Background: an optimization exercise with open tools, aiming at small area, a short achievable clock period and few clock cycles. Do not read the settings as production practice.
Function was checked by simulation only, so behaviour that the tests miss may differ from the original.
Power and IR drop assume default switching activity.

==> module round_sat_stage, before the edit <==
module round_sat_stage
(
  input  logic signed [31:0] x,
  input  logic [4:0]         shift,
  output logic [18:0]        y,        
  output logic               up        
);
  logic [32:0] x0;
  logic [34:0] t16;
  logic [26:0] t8;
  logic [22:0] t4;
  logic [20:0] t2;
  logic [19:0] t1;
  logic        sticky;
  logic [13:0] above;      
  logic        hi_ok;      
  logic        rnd;
  logic [18:0] q;
  always_comb begin
    x0 = {x, 1'b0};
    for (int i = 0; i < 35; i++)
      t16[i] = shift[4] ? ((i + 16 < 33) ? x0[i+16] : x[31]) : ((i < 33) ? x0[i] : x[31]);
    for (int i = 0; i < 27; i++) t8[i] = shift[3] ? t16[i+8] : t16[i];
    for (int i = 0; i < 23; i++) t4[i] = shift[2] ? t8[i+4]  : t8[i];
    for (int i = 0; i < 21; i++) t2[i] = shift[1] ? t4[i+2]  : t4[i];
    for (int i = 0; i < 20; i++) t1[i] = shift[0] ? t2[i+1]  : t2[i];
    q = t1[19:1];
    sticky = (shift[4] && (|x0[15:0])) || (shift[3] && (|t16[7:0])) ||
             (shift[2] && (|t8[3:0]))  || (shift[1] && (|t4[1:0])) ||
             (shift[0] && t2[0]);
    above[13] = 1'b0;
    for (int k = 12; k >= 0; k--) above[k] = above[k+1] | (x[18+k] ^ x[31]);
    hi_ok = (shift >= 5'd14) ? 1'b1 : !above[shift[3:0]];
    rnd = t1[0] && (sticky || t1[1]);
    if (!hi_ok) begin
      y  = x[31] ? 19'h40000 : 19'h3ffff;
      up = 1'b0;
    end else begin
      y  = q;
      up = rnd;
    end
  end
endmodule
==> module pe_top, before the edit <==
module pe_top
(
  input  logic    CLK,
  input  logic    rst_n,
  input  logic    req_valid,
  output logic    req_ready,
  input  pe_pkg::opnd_t   req_a,
  input  pe_pkg::opnd_t   req_b,
  input  pe_pkg::pe_out_t req_d,
  input  logic    req_propagate,
  input  pe_pkg::shift_t  req_shift,
  output logic    res_valid,
  input  logic    res_ready,
  output pe_pkg::pe_out_t res
);
  localparam int PPW = 36;
  logic        v0;
  logic [PPW-1:0] pp0;      
  logic [PPW-1:0] pp_in;
  logic [18:0] d0;
  logic        f0;           
  logic [4:0]  s0;
  logic        last_prop;
  logic [15:0] acc_lo;
  logic [15:0] acc_hi;       
  logic        acc_inc;      
  logic        acc_dec;      
  logic [15:0] hi_res;       
  logic [31:0] acc;          
  logic [18:0] pre;
  logic [18:0] res_q;        
  logic        up_q;
  logic        slot;         
  logic        adv;          
  logic [31:0] base;
  logic [15:0] sum_lo;
  logic        sum_inc;
  logic        sum_dec;
  logic [18:0] rs_y;
  logic        rs_up;
  assign slot      = !res_valid || res_ready;
  assign adv       = v0 && slot;
  assign req_ready = !v0 || slot;
  always_ff @(posedge CLK or negedge rst_n) begin
    if (!rst_n) begin
      v0        <= 1'b0;
      last_prop <= 1'b0;
    end else if (req_ready) begin
      v0 <= req_valid;
      if (req_valid) last_prop <= req_propagate;
    end
  end
  always_ff @(posedge CLK) begin
    if (req_ready) begin
      pp0 <= pp_in;
      d0 <= req_d;
      f0 <= req_propagate ^ last_prop;
      s0 <= req_shift;
    end
  end
  mac_pp pp_i (
    .a  (req_a),
    .b  (req_b),
    .pp (pp_in)
  );
  always_comb begin
    logic ones, zeros;
    ones  = 1'b1;
    zeros = 1'b1;
    for (int i = 0; i < 16; i++) begin
      hi_res[i] = acc_hi[i] ^ ((acc_inc && ones) || (acc_dec && zeros));
      ones  = ones && acc_hi[i];
      zeros = zeros && !acc_hi[i];
    end
  end
  assign acc  = {hi_res, acc_lo};
  assign base = f0 ? {{13{pre[18]}}, pre} : acc;
  mac_acc mac_i (
    .pp   (pp0),
    .base (base[15:0]),
    .y    (sum_lo),
    .inc  (sum_inc),
    .dec  (sum_dec)
  );
  round_sat_stage round_i (
    .x     (acc),
    .shift (s0),
    .y     (rs_y),
    .up    (rs_up)
  );
  always_ff @(posedge CLK or negedge rst_n) begin
    if (!rst_n) begin
      acc_lo    <= '0;
      acc_hi    <= '0;
      acc_inc   <= 1'b0;
      acc_dec   <= 1'b0;
      pre       <= '0;
      res_valid <= 1'b0;
    end else begin
      if (slot) res_valid <= v0;
      acc_hi  <= (adv && f0) ? base[31:16] : hi_res;
      acc_inc <= adv && sum_inc;
      acc_dec <= adv && sum_dec;
      if (adv) begin
        acc_lo  <= sum_lo;
        pre     <= d0;
      end
    end
  end
  always_ff @(posedge CLK) begin
    if (slot) begin
      res_q <= f0 ? rs_y : pre;
      up_q  <= f0 && rs_up;
    end
  end
  logic [19:0] res_inc;
  assign res_inc = {1'b0, res_q} + 20'(up_q);
  assign res = (up_q && res_q == 19'h3ffff) ? 19'h3ffff : res_inc[18:0];
endmodule
Settings: LEC_CHECK=0, CAP_MARGIN=20, CORE_MARGIN=2, CORE_UTILIZATION=60, CTS_BUF_LIST=sky130_fd_sc_hd__clkbuf_4 sky130_fd_sc_hd__clkbuf_8, SETUP_SLACK_MARGIN=3.3, SLEW_MARGIN=20; clock period 7.0 ns.
run.sh (not shown) runs the stock make flow with config.mk's settings and CLKGATE_MAP_FILE= SYNTH_SCRIPT=/design/flow/synth_recipe.tcl, a recipe that flattens the netlist after the stock synthesis.
The baseline produced a clean layout.
Testbench counts at the start, summed over its fixed seeds: cycles 12,016.
Rerun with:
--- a/flow/design.v
+++ b/flow/design.v
@@ -516,5 +516,5 @@
     end else begin
       y  = q;
-      up = rnd;
+      up = rnd && (q != 19'h3ffff);
     end
   end
@@ -621,10 +621,10 @@
     end else begin
       if (slot) res_valid <= v0;
-      acc_hi  <= (adv && f0) ? base[31:16] : hi_res;
-      acc_inc <= adv && sum_inc;
-      acc_dec <= adv && sum_dec;
       if (adv) begin
         acc_lo  <= sum_lo;
-        pre     <= d0;
+        acc_hi  <= base[31:16];
+        acc_inc <= sum_inc;
+        acc_dec <= sum_dec;
+        pre <= d0;
       end
     end
@@ -636,6 +636,4 @@
     end
   end
-  logic [19:0] res_inc;
-  assign res_inc = {1'b0, res_q} + 20'(up_q);
-  assign res = (up_q && res_q == 19'h3ffff) ? 19'h3ffff : res_inc[18:0];
+  assign res = res_q + 19'(up_q);
 endmodule
The changed run finished clean.
Final cell count is higher by 2.6%.
Total power is higher by 7.8%.
Die area is higher by 4.0%.
Via count is higher by 5.0%.
Wire length is higher by 8.4%.
Worst setup slack improves by 0.14 ns.
Final area is higher by 2.3%.
Count of clock-buffer cells in the layout stays the same.
Clock power is lower by about 2%.
Global-route usage is higher by 1.2 points.
Hold slack improves by 0.021 ns.
Clock skew is lower by 0.0063 ns.
Testbench counts after the change, summed over its fixed seeds: cycles 12,016.

==> port drivers added, routing unchanged <==
The results above use ideal ports. As a check the final layouts listed here were re-extracted and re-timed, cells and wires unchanged.
Step 1 assumes that a clkbuf_16 drives the clock port and a buf_2 every other input.
Step 2 also shifts input and output timing later by t, the mid clock arrival at the registers, as if the neighbouring blocks saw the same clock.
a / b / c = no drivers / after step 1 / after step 2; a / b = the first two.
run	t (ns)	setup slack, ns	cell pins on the clock port's net
the first run	0.502	3.216 / 3.176 / 2.895	1
the second run	0.488	3.353 / 3.353 / 2.901	1
After both steps setup and hold are still met in every run listed. For the second run, which loses most, drivers alone change the setup slack by 0.000 ns; drivers and shift together by -0.452 ns.
